What follows belongs to an exercise in optimizing a design on an open flow for small area, a short achievable clock period and few clock cycles per item; a production flow would make more cautious choices.
Function was checked by simulation only, so behaviour that the tests miss may differ from the original.

==> amber <==
==> flow/design.v <==
`default_nettype none
package lkp_pkg;
    typedef logic [2-1:0] mshr_idx_t;
    typedef struct packed {
        logic [3-1:0] order_id;
        logic                    so;
        logic [5-1:0]   reg_entry;
        logic [4-1:0]   rob_entry;
    } lkp_meta_t;
    typedef struct packed {
        logic [20-1:0] key;
        lkp_meta_t              meta;
    } lkp_req_t;
    typedef struct packed {
        logic [20-1:0] result;
        lkp_meta_t              meta;
    } lkp_rsp_t;
    typedef struct packed {
        logic [20-1:0] key;
        mshr_idx_t              idx;
    } c2a_req_t;
    typedef enum logic [1:0] {
        S_IDLE,
        S_SEARCH,
        S_RESOLVE
    } slot_state_e;
endpackage
`default_nettype wire
`timescale 1ns/100ps
`default_nettype none
module lookup_cache_top (
    input  wire                      clk,
    input  wire                      rst,
    input  wire                      req_valid_i,
    input  wire  [20+(3 + 1 + 5 + 4)-1:0] req_i,
    output logic                     req_ready_o,
    output logic                     rsp_valid_o,
    output logic [20+(3 + 1 + 5 + 4)-1:0] rsp_o,
    input  wire                      rsp_ready_i,
    output logic                     c2a_vld_o,
    output logic [20-1:0]   c2a_info_o,
    output logic [10-1:0] c2a_req_id_o,
    input  wire                      a2c_rdy_i,
    input  wire                      a2c_rsp_vld_i,
    input  wire  [10-1:0] a2c_rsp_id_i,
    input  wire  [20-1:0]   a2c_rslt_i
);
    localparam int KW = 20;
    localparam int RW = 20;
    localparam int MW = (3 + 1 + 5 + 4);
    localparam int NE = 16;
    localparam int EW = 4;
    localparam int NS = 4;
    localparam int SW = 2;
    logic          sv_q, rv_q, tv_q, ready_q;
    logic [KW-1:0] skey_q, rkey_q, tkey_q;
    logic [MW-1:0] smeta_q, rmeta_q, tmeta_q;
    logic [EW-1:0] tidx_q;           
    logic [3:0]    thv4_q, thp4_q;   
    logic [NE-1:0] kv_q;             
    logic [NE-1:0] cv_q;             
    logic [KW-1:0] key_q  [NE];
    logic [RW-1:0] rslt_q [NE];
    logic [EW-1:0] ptr_q;            
    logic [NE-1:0] ptr_oh_q;         
    logic [NS-1:0] busy_q;
    logic [NS-1:0] rdy_q;            
    logic [EW-1:0] ent_q  [NS];
    logic [MW-1:0] meta_q [NS];
    logic          qv_q;
    logic [SW-1:0] qslot_q;
    logic [EW-1:0] qent_q;
    logic          cvld_q;
    logic [KW-1:0] ckey_q;
    logic [SW-1:0] cid_q;
    logic          ov_q;
    logic [RW-1:0] ores_q;
    logic [MW-1:0] ometa_q;
    logic [EW-1:0] a_ent;
    logic [NE-1:0] a_dec;
    assign a_ent = ent_q[a2c_rsp_id_i[SW-1:0]];
    always_comb begin
        for (int e = 0; e < NE; e++) begin
            a_dec[e] = a2c_rsp_vld_i && (a_ent == EW'(e));
        end
    end
    logic [SW-1:0] fsel;
    logic          any_free;
    always_comb begin
        fsel = '0;
        for (int s = NS - 1; s >= 0; s--) begin
            if (!busy_q[s]) fsel = SW'(s);
        end
    end
    assign any_free = |(~busy_q);
    logic lk_ptr;
    always_comb begin
        lk_ptr = 1'b0;
        for (int s = 0; s < NS; s++) begin
            if (busy_q[s] && ent_q[s] == ptr_q) lk_ptr = 1'b1;
        end
    end
    logic o_free, c_free, thv, thp, t_miss;
    assign o_free = !ov_q || rsp_ready_i;
    assign c_free = !cvld_q || a2c_rdy_i;
    assign thv    = |thv4_q;
    assign thp    = |thp4_q;
    assign t_miss = !thv && !thp;
    logic s_fire;        
    logic h_fire;        
    logic p_fire;        
    logic a_fire;        
    logic skip;          
    logic t_free, r_free;
    assign s_fire = qv_q && o_free;
    assign h_fire = tv_q && thv && !qv_q && o_free;
    assign p_fire = tv_q && !t_miss && !h_fire && any_free;
    assign a_fire = tv_q && t_miss && any_free && c_free && !lk_ptr;
    assign skip   = tv_q && t_miss && lk_ptr;
    assign t_free = !tv_q || h_fire || p_fire || a_fire;
    assign r_free = !rv_q || t_free;
    assign req_ready_o = ready_q;
    logic          fwd_on, fwd_eq;
    logic [NE-1:0] m1, m1_v;
    logic [EW-1:0] m1_idx;
    assign fwd_on = tv_q && t_miss;
    assign fwd_eq = (tkey_q == rkey_q);
    always_comb begin
        m1_idx = '0;
        for (int e = 0; e < NE; e++) begin
            if (fwd_on && ptr_oh_q[e]) begin
                m1[e]   = fwd_eq;
                m1_v[e] = 1'b0;
            end else begin
                m1[e]   = kv_q[e] && (key_q[e] == rkey_q);
                m1_v[e] = m1[e] && cv_q[e];
            end
            if (m1[e]) m1_idx = m1_idx | EW'(e);
        end
    end
    logic [NS-1:0] cand;
    logic [SW-1:0] pick;
    always_comb begin
        pick = '0;
        for (int s = 0; s < NS; s++) begin
            cand[s] = busy_q[s] && rdy_q[s] && !(qv_q && qslot_q == SW'(s));
        end
        for (int s = NS - 1; s >= 0; s--) begin
            if (cand[s]) pick = SW'(s);
        end
    end
    always_ff @(posedge clk or posedge rst) begin
        if (rst) begin
            sv_q     <= 1'b0;
            ready_q  <= 1'b1;
            rv_q     <= 1'b0;
            tv_q     <= 1'b0;
            kv_q     <= '0;
            cv_q     <= '0;
            ptr_q    <= '0;
            ptr_oh_q <= NE'(1);
            busy_q   <= '0;
            rdy_q    <= '0;
            qv_q     <= 1'b0;
            cvld_q   <= 1'b0;
            ov_q     <= 1'b0;
        end else begin
            if (r_free) begin
                rv_q    <= sv_q || req_valid_i;
                sv_q    <= 1'b0;
                ready_q <= 1'b1;
            end else if (req_valid_i && !sv_q) begin
                sv_q    <= 1'b1;
                ready_q <= 1'b0;
            end
            if (t_free) begin
                tv_q <= rv_q;
            end
            cv_q <= cv_q | a_dec;
            if (a_fire) begin
                kv_q <= kv_q | ptr_oh_q;
                cv_q <= (cv_q | a_dec) & ~ptr_oh_q;
            end
            if (a_fire || skip) begin
                ptr_q    <= ptr_q + 1'b1;
                ptr_oh_q <= {ptr_oh_q[NE-2:0], ptr_oh_q[NE-1]};
            end
            for (int s = 0; s < NS; s++) begin
                if (a2c_rsp_vld_i && busy_q[s] && ent_q[s] == a_ent) rdy_q[s] <= 1'b1;
            end
            if (s_fire) begin
                busy_q[qslot_q] <= 1'b0;
            end
            if (p_fire || a_fire) begin
                busy_q[fsel] <= 1'b1;
                rdy_q[fsel]  <= p_fire && (cv_q[tidx_q] || a_dec[tidx_q]);
            end
            if (!qv_q || s_fire) begin
                qv_q <= |cand;
            end
            if (a_fire) begin
                cvld_q <= 1'b1;
            end else if (a2c_rdy_i) begin
                cvld_q <= 1'b0;
            end
            if (s_fire || h_fire) begin
                ov_q <= 1'b1;
            end else if (rsp_ready_i) begin
                ov_q <= 1'b0;
            end
        end
    end
    logic [EW-1:0] oent;
    logic [RW-1:0] omux;
    always_comb begin
        omux = '0;
        oent = qv_q ? qent_q : tidx_q;
        for (int e = 0; e < NE; e++) begin
            if (oent == EW'(e)) omux = omux | rslt_q[e];
        end
    end
    always_ff @(posedge clk) begin
        if (!sv_q) begin
            skey_q  <= req_i[KW+MW-1:MW];
            smeta_q <= req_i[MW-1:0];
        end
        if (r_free) begin
            rkey_q  <= sv_q ? skey_q  : req_i[KW+MW-1:MW];
            rmeta_q <= sv_q ? smeta_q : req_i[MW-1:0];
        end
        if (t_free) begin
            tkey_q  <= rkey_q;
            tmeta_q <= rmeta_q;
            tidx_q  <= m1_idx;
            for (int g = 0; g < 4; g++) begin
                thv4_q[g] <= |m1_v[4*g +: 4];
                thp4_q[g] <= |(m1[4*g +: 4] & ~m1_v[4*g +: 4]);
            end
        end
        for (int e = 0; e < NE; e++) begin
            if (a_dec[e]) rslt_q[e] <= a2c_rslt_i;
            if (a_fire && ptr_oh_q[e]) key_q[e] <= tkey_q;
        end
        if (any_free) begin
            ent_q[fsel]  <= t_miss ? ptr_q : tidx_q;
            meta_q[fsel] <= tmeta_q;
        end
        if (!qv_q || s_fire) begin
            qslot_q <= pick;
            qent_q  <= ent_q[pick];
        end
        if (c_free) begin
            ckey_q <= tkey_q;
            cid_q  <= fsel;
        end
        if (o_free) begin
            ores_q  <= omux;
            ometa_q <= qv_q ? meta_q[qslot_q] : tmeta_q;
        end
    end
    assign rsp_valid_o  = ov_q;
    assign rsp_o        = {ores_q, ometa_q};
    assign c2a_vld_o    = cvld_q;
    assign c2a_info_o   = ckey_q;
    assign c2a_req_id_o = {{(10 - SW){1'b0}}, cid_q};
endmodule
`default_nettype wire
==> flow/flow/run.sh <==
#!/bin/bash
# The standard layout, with plain buffers (buf_2) on the ports in place
# of the delay buffers buffer_ports picks by default, and clock tree
# synthesis without dummy loads. Everything else is the standard flow.
# The tool output goes to standard_flow.log here.
set -euo pipefail
export BUFFER_PORTS_ARGS="-buffer_cell sky130_fd_sc_hd__buf_2"
export CTS_ARGS="-sink_clustering_enable -repair_clock_nets -dont_use_dummy_load -sink_clustering_size 26 -sink_clustering_max_diameter 70 -buf_list sky130_fd_sc_hd__clkbuf_16"
bash standard.sh > standard_flow.log 2>&1
==> flow/standard.sh <==
#!/bin/bash
# synth_recipe.tcl (not shown) runs the flow's synth.tcl, then flattens the netlist and writes it again
# the make line also repeats each setting of config.mk as NAME=value (left out here)
make -C /OpenROAD-flow-scripts/flow DESIGN_CONFIG=/design/flow/config.mk WORK_HOME=/design/flow/orfs CLKGATE_MAP_FILE= SYNTH_SCRIPT=/design/flow/synth_recipe.tcl "${@:-finish}"
==> flow/config.mk <==
export PLATFORM = sky130hd
export DESIGN_NAME = lookup_cache_top
export DESIGN_NICKNAME = lookup_cache_top
export VERILOG_FILES = /design/flow/design.v
export SDC_FILE = /design/flow/constraint.sdc
export NUM_CORES = 4
export LEC_CHECK = 0
export CAP_MARGIN = 20
export CORE_MARGIN = 2
export CORE_UTILIZATION = 55
export SETUP_SLACK_MARGIN = 4.9
export SLEW_MARGIN = 20
==> flow/constraint.sdc <==
create_clock -name core_clock -period 7.5 [get_ports {clk}]
set_input_delay 1.5000 -clock core_clock [delete_from_list [all_inputs] [get_ports {clk}]]
set_output_delay 1.5000 -clock core_clock [all_outputs]
set_load 0.01 [all_outputs]
==> inputs of zinc, as changes to amber <==
==> flow/design.v, changed modules only <==
module lookup_cache_top (
    input  wire                      clk,
    input  wire                      rst,
    input  wire                      req_valid_i,
    input  wire  [20+(3 + 1 + 5 + 4)-1:0] req_i,
    output logic                     req_ready_o,
    output logic                     rsp_valid_o,
    output logic [20+(3 + 1 + 5 + 4)-1:0] rsp_o,
    input  wire                      rsp_ready_i,
    output logic                     c2a_vld_o,
    output logic [20-1:0]   c2a_info_o,
    output logic [10-1:0] c2a_req_id_o,
    input  wire                      a2c_rdy_i,
    input  wire                      a2c_rsp_vld_i,
    input  wire  [10-1:0] a2c_rsp_id_i,
    input  wire  [20-1:0]   a2c_rslt_i
);
    localparam int KW = 20;
    localparam int RW = 20;
    localparam int MW = (3 + 1 + 5 + 4);
    localparam int NE = 16;
    localparam int EW = 4;
    localparam int NS = 4;
    localparam int SW = 2;
    logic          sv_q, rv_q, tv_q;
    logic [KW-1:0] skey_q, rkey_q, tkey_q;
    logic [MW-1:0] smeta_q, rmeta_q, tmeta_q;
    logic [NE-1:0] tm_q;             
    logic          thv_q, thp_q;     
    logic [NE-1:0] kv_q;             
    logic [NE-1:0] cv_q;             
    logic [KW-1:0] key_q  [NE];
    logic [RW-1:0] rslt_q [NE];
    logic [EW-1:0] ptr_q;            
    logic [NS-1:0] busy_q;
    logic [NS-1:0] rdy_q;            
    logic [EW-1:0] ent_q  [NS];
    logic [MW-1:0] meta_q [NS];
    logic          qv_q;
    logic [SW-1:0] qslot_q;
    logic [NE-1:0] qent_q;
    logic          av_q;
    logic [SW-1:0] aid_q;
    logic [RW-1:0] ard_q;
    logic          cvld_q;
    logic [KW-1:0] ckey_q;
    logic [SW-1:0] cid_q;
    logic          ov_q;
    logic [RW-1:0] ores_q;
    logic [MW-1:0] ometa_q;
    logic [NS-1:0] free_vec;
    logic [SW-1:0] fsel;
    logic          any_free;
    always_comb begin
        fsel = '0;
        for (int s = NS - 1; s >= 0; s--) begin
            if (!busy_q[s]) fsel = SW'(s);
        end
    end
    assign free_vec = ~busy_q;
    assign any_free = |free_vec;
    logic lk_ptr;
    always_comb begin
        lk_ptr = 1'b0;
        for (int s = 0; s < NS; s++) begin
            if (busy_q[s] && ent_q[s] == ptr_q) lk_ptr = 1'b1;
        end
    end
    logic o_free, c_free, t_miss;
    assign o_free = !ov_q || rsp_ready_i;
    assign c_free = !cvld_q || a2c_rdy_i;
    assign t_miss = !thv_q && !thp_q;
    logic s_fire;        
    logic h_fire;        
    logic p_fire;        
    logic a_fire;        
    logic skip;          
    logic t_free, r_free;
    assign s_fire = qv_q && o_free;
    assign h_fire = tv_q && thv_q && !qv_q && o_free;
    assign p_fire = tv_q && !t_miss && !h_fire && any_free;
    assign a_fire = tv_q && t_miss && any_free && c_free && !lk_ptr;
    assign skip   = tv_q && t_miss && lk_ptr;
    assign t_free = !tv_q || h_fire || p_fire || a_fire;
    assign r_free = !rv_q || t_free;
    assign req_ready_o = !sv_q;
    logic [EW-1:0] a_ent;
    logic [NE-1:0] a_dec;
    assign a_ent = ent_q[aid_q];
    always_comb begin
        for (int e = 0; e < NE; e++) begin
            a_dec[e] = av_q && (a_ent == EW'(e));
        end
    end
    logic [EW-1:0] tm_idx;
    always_comb begin
        tm_idx = '0;
        for (int e = 0; e < NE; e++) begin
            if (tm_q[e]) tm_idx = tm_idx | EW'(e);
        end
    end
    logic          fwd_on, fwd_eq;
    logic [NE-1:0] m1, m1_v;
    assign fwd_on = tv_q && t_miss;
    assign fwd_eq = (tkey_q == rkey_q);
    always_comb begin
        for (int e = 0; e < NE; e++) begin
            if (fwd_on && ptr_q == EW'(e)) begin
                m1[e]   = fwd_eq;
                m1_v[e] = 1'b0;
            end else begin
                m1[e]   = kv_q[e] && (key_q[e] == rkey_q);
                m1_v[e] = m1[e] && cv_q[e];
            end
        end
    end
    logic [NS-1:0] cand;
    logic [SW-1:0] pick;
    always_comb begin
        pick = '0;
        for (int s = 0; s < NS; s++) begin
            cand[s] = busy_q[s] && rdy_q[s] && !(qv_q && qslot_q == SW'(s));
        end
        for (int s = NS - 1; s >= 0; s--) begin
            if (cand[s]) pick = SW'(s);
        end
    end
    always_ff @(posedge clk or posedge rst) begin
        if (rst) begin
            sv_q   <= 1'b0;
            rv_q   <= 1'b0;
            tv_q   <= 1'b0;
            kv_q   <= '0;
            cv_q   <= '0;
            ptr_q  <= '0;
            busy_q <= '0;
            rdy_q  <= '0;
            qv_q   <= 1'b0;
            av_q   <= 1'b0;
            cvld_q <= 1'b0;
            ov_q   <= 1'b0;
        end else begin
            if (r_free) begin
                rv_q <= sv_q || req_valid_i;
                sv_q <= 1'b0;
            end else if (req_valid_i && !sv_q) begin
                sv_q <= 1'b1;
            end
            if (t_free) begin
                tv_q <= rv_q;
            end
            av_q <= a2c_rsp_vld_i;
            cv_q <= cv_q | a_dec;
            if (a_fire) begin
                kv_q[ptr_q] <= 1'b1;
                cv_q[ptr_q] <= 1'b0;
            end
            if (a_fire || skip) begin
                ptr_q <= ptr_q + 1'b1;
            end
            for (int s = 0; s < NS; s++) begin
                if (av_q && busy_q[s] && ent_q[s] == a_ent) rdy_q[s] <= 1'b1;
            end
            if (s_fire) begin
                busy_q[qslot_q] <= 1'b0;
            end
            if (p_fire || a_fire) begin
                busy_q[fsel] <= 1'b1;
                rdy_q[fsel]  <= p_fire && |(tm_q & (cv_q | a_dec));
            end
            if (!qv_q || s_fire) begin
                qv_q <= |cand;
            end
            if (a_fire) begin
                cvld_q <= 1'b1;
            end else if (a2c_rdy_i) begin
                cvld_q <= 1'b0;
            end
            if (s_fire || h_fire) begin
                ov_q <= 1'b1;
            end else if (rsp_ready_i) begin
                ov_q <= 1'b0;
            end
        end
    end
    logic [NE-1:0] osel;
    logic [RW-1:0] omux;
    always_comb begin
        omux = '0;
        osel = qv_q ? qent_q : tm_q;
        for (int e = 0; e < NE; e++) begin
            if (osel[e]) omux = omux | rslt_q[e];
        end
    end
    always_ff @(posedge clk) begin
        if (!sv_q) begin
            skey_q  <= req_i[KW+MW-1:MW];
            smeta_q <= req_i[MW-1:0];
        end
        if (r_free) begin
            rkey_q  <= sv_q ? skey_q  : req_i[KW+MW-1:MW];
            rmeta_q <= sv_q ? smeta_q : req_i[MW-1:0];
        end
        if (t_free) begin
            tkey_q  <= rkey_q;
            tmeta_q <= rmeta_q;
            tm_q    <= m1;
            thv_q   <= |m1_v;
            thp_q   <= |(m1 & ~m1_v);
        end
        ard_q <= a2c_rslt_i;
        aid_q <= a2c_rsp_id_i[SW-1:0];
        for (int e = 0; e < NE; e++) begin
            if (a_dec[e]) rslt_q[e] <= ard_q;
        end
        if (a_fire) begin
            key_q[ptr_q] <= tkey_q;
        end
        if (p_fire || a_fire) begin
            ent_q[fsel]  <= a_fire ? ptr_q : tm_idx;
            meta_q[fsel] <= tmeta_q;
        end
        if (!qv_q || s_fire) begin
            qslot_q <= pick;
            for (int e = 0; e < NE; e++) begin
                qent_q[e] <= (ent_q[pick] == EW'(e));
            end
        end
        if (a_fire) begin
            ckey_q <= tkey_q;
            cid_q  <= fsel;
        end
        if (s_fire) begin
            ores_q  <= omux;
            ometa_q <= meta_q[qslot_q];
        end else if (h_fire) begin
            ores_q  <= omux;
            ometa_q <= tmeta_q;
        end
    end
    assign rsp_valid_o  = ov_q;
    assign rsp_o        = {ores_q, ometa_q};
    assign c2a_vld_o    = cvld_q;
    assign c2a_info_o   = ckey_q;
    assign c2a_req_id_o = {{(10 - SW){1'b0}}, cid_q};
endmodule
==> flow/run.sh (new file) <==
#!/bin/bash
# synth_recipe.tcl (not shown) runs the flow's synth.tcl, then flattens the netlist and writes it again
# the make line also repeats each setting of config.mk as NAME=value (left out here)
make -C /OpenROAD-flow-scripts/flow DESIGN_CONFIG=/design/flow/config.mk WORK_HOME=/design/flow/orfs CLKGATE_MAP_FILE= SYNTH_SCRIPT=/design/flow/synth_recipe.tcl finish
--- a/flow/config.mk
+++ b/flow/config.mk
@@ -9,4 +9,4 @@
 export CORE_MARGIN = 2
-export CORE_UTILIZATION = 55
-export SETUP_SLACK_MARGIN = 4.9
+export CORE_UTILIZATION = 40
+export SETUP_SLACK_MARGIN = 4.0
 export SLEW_MARGIN = 20
removed: flow/flow/run.sh
removed: flow/standard.sh
==> inputs of sierra, as changes to amber <==
--- a/flow/config.mk
+++ b/flow/config.mk
@@ -10,3 +10,3 @@
 export CORE_UTILIZATION = 55
-export SETUP_SLACK_MARGIN = 4.9
+export SETUP_SLACK_MARGIN = 4.3
 export SLEW_MARGIN = 20
==> notes.md <==
- Sequential share of layout area: sierra > zinc > amber.
- Between sierra and amber, the lower non-clock buffer count is in sierra (gap 150).
- In zinc the register-to-register slack is worse than in sierra, by 0.34 ns.
- The highest clock skew belongs to amber, the lowest to zinc.
Testbench counts of amber, summed over its fixed seeds: cycles 8,381, items 8,000.
Testbench counts of zinc, summed over its fixed seeds: cycles 8,451, items 8,000.
Testbench counts of sierra, summed over its fixed seeds: cycles 8,381, items 8,000.

==> afterwards: timing with drivers on the ports <==
Ports are ideal in the flow. The routed layouts listed here were re-timed in OpenROAD. Step 1 sets driving cells, clkbuf_16 on the clock port and buf_2 on the other inputs (assumed; they add their load-dependent delay and slew). Step 2 also shifts input and output timing later by t, the mid clock arrival at the registers, as if the neighbouring blocks saw the same clock. a / b / c = no drivers / after step 1 / after step 2; a / b = the first two.
run | t, ns | setup WS [ns] | worst setup path at the end | worst data-port slew with drivers (ns) | cell pins on the clock port's net
amber | 0.669 | 4.750 / 4.689 / 4.054 | input to register | 0.10 | 1
zinc | 0.740 | 4.120 / 4.123 / 3.400 | input to register | 0.07 | 1
sierra | 0.668 | 4.223 / 4.228 / 3.560 | input to register | 0.11 | 1
After both steps setup and hold are still met in every run listed. For zinc, which loses most, drivers alone change the setup slack by +0.003 ns; drivers and shift together by -0.720 ns.
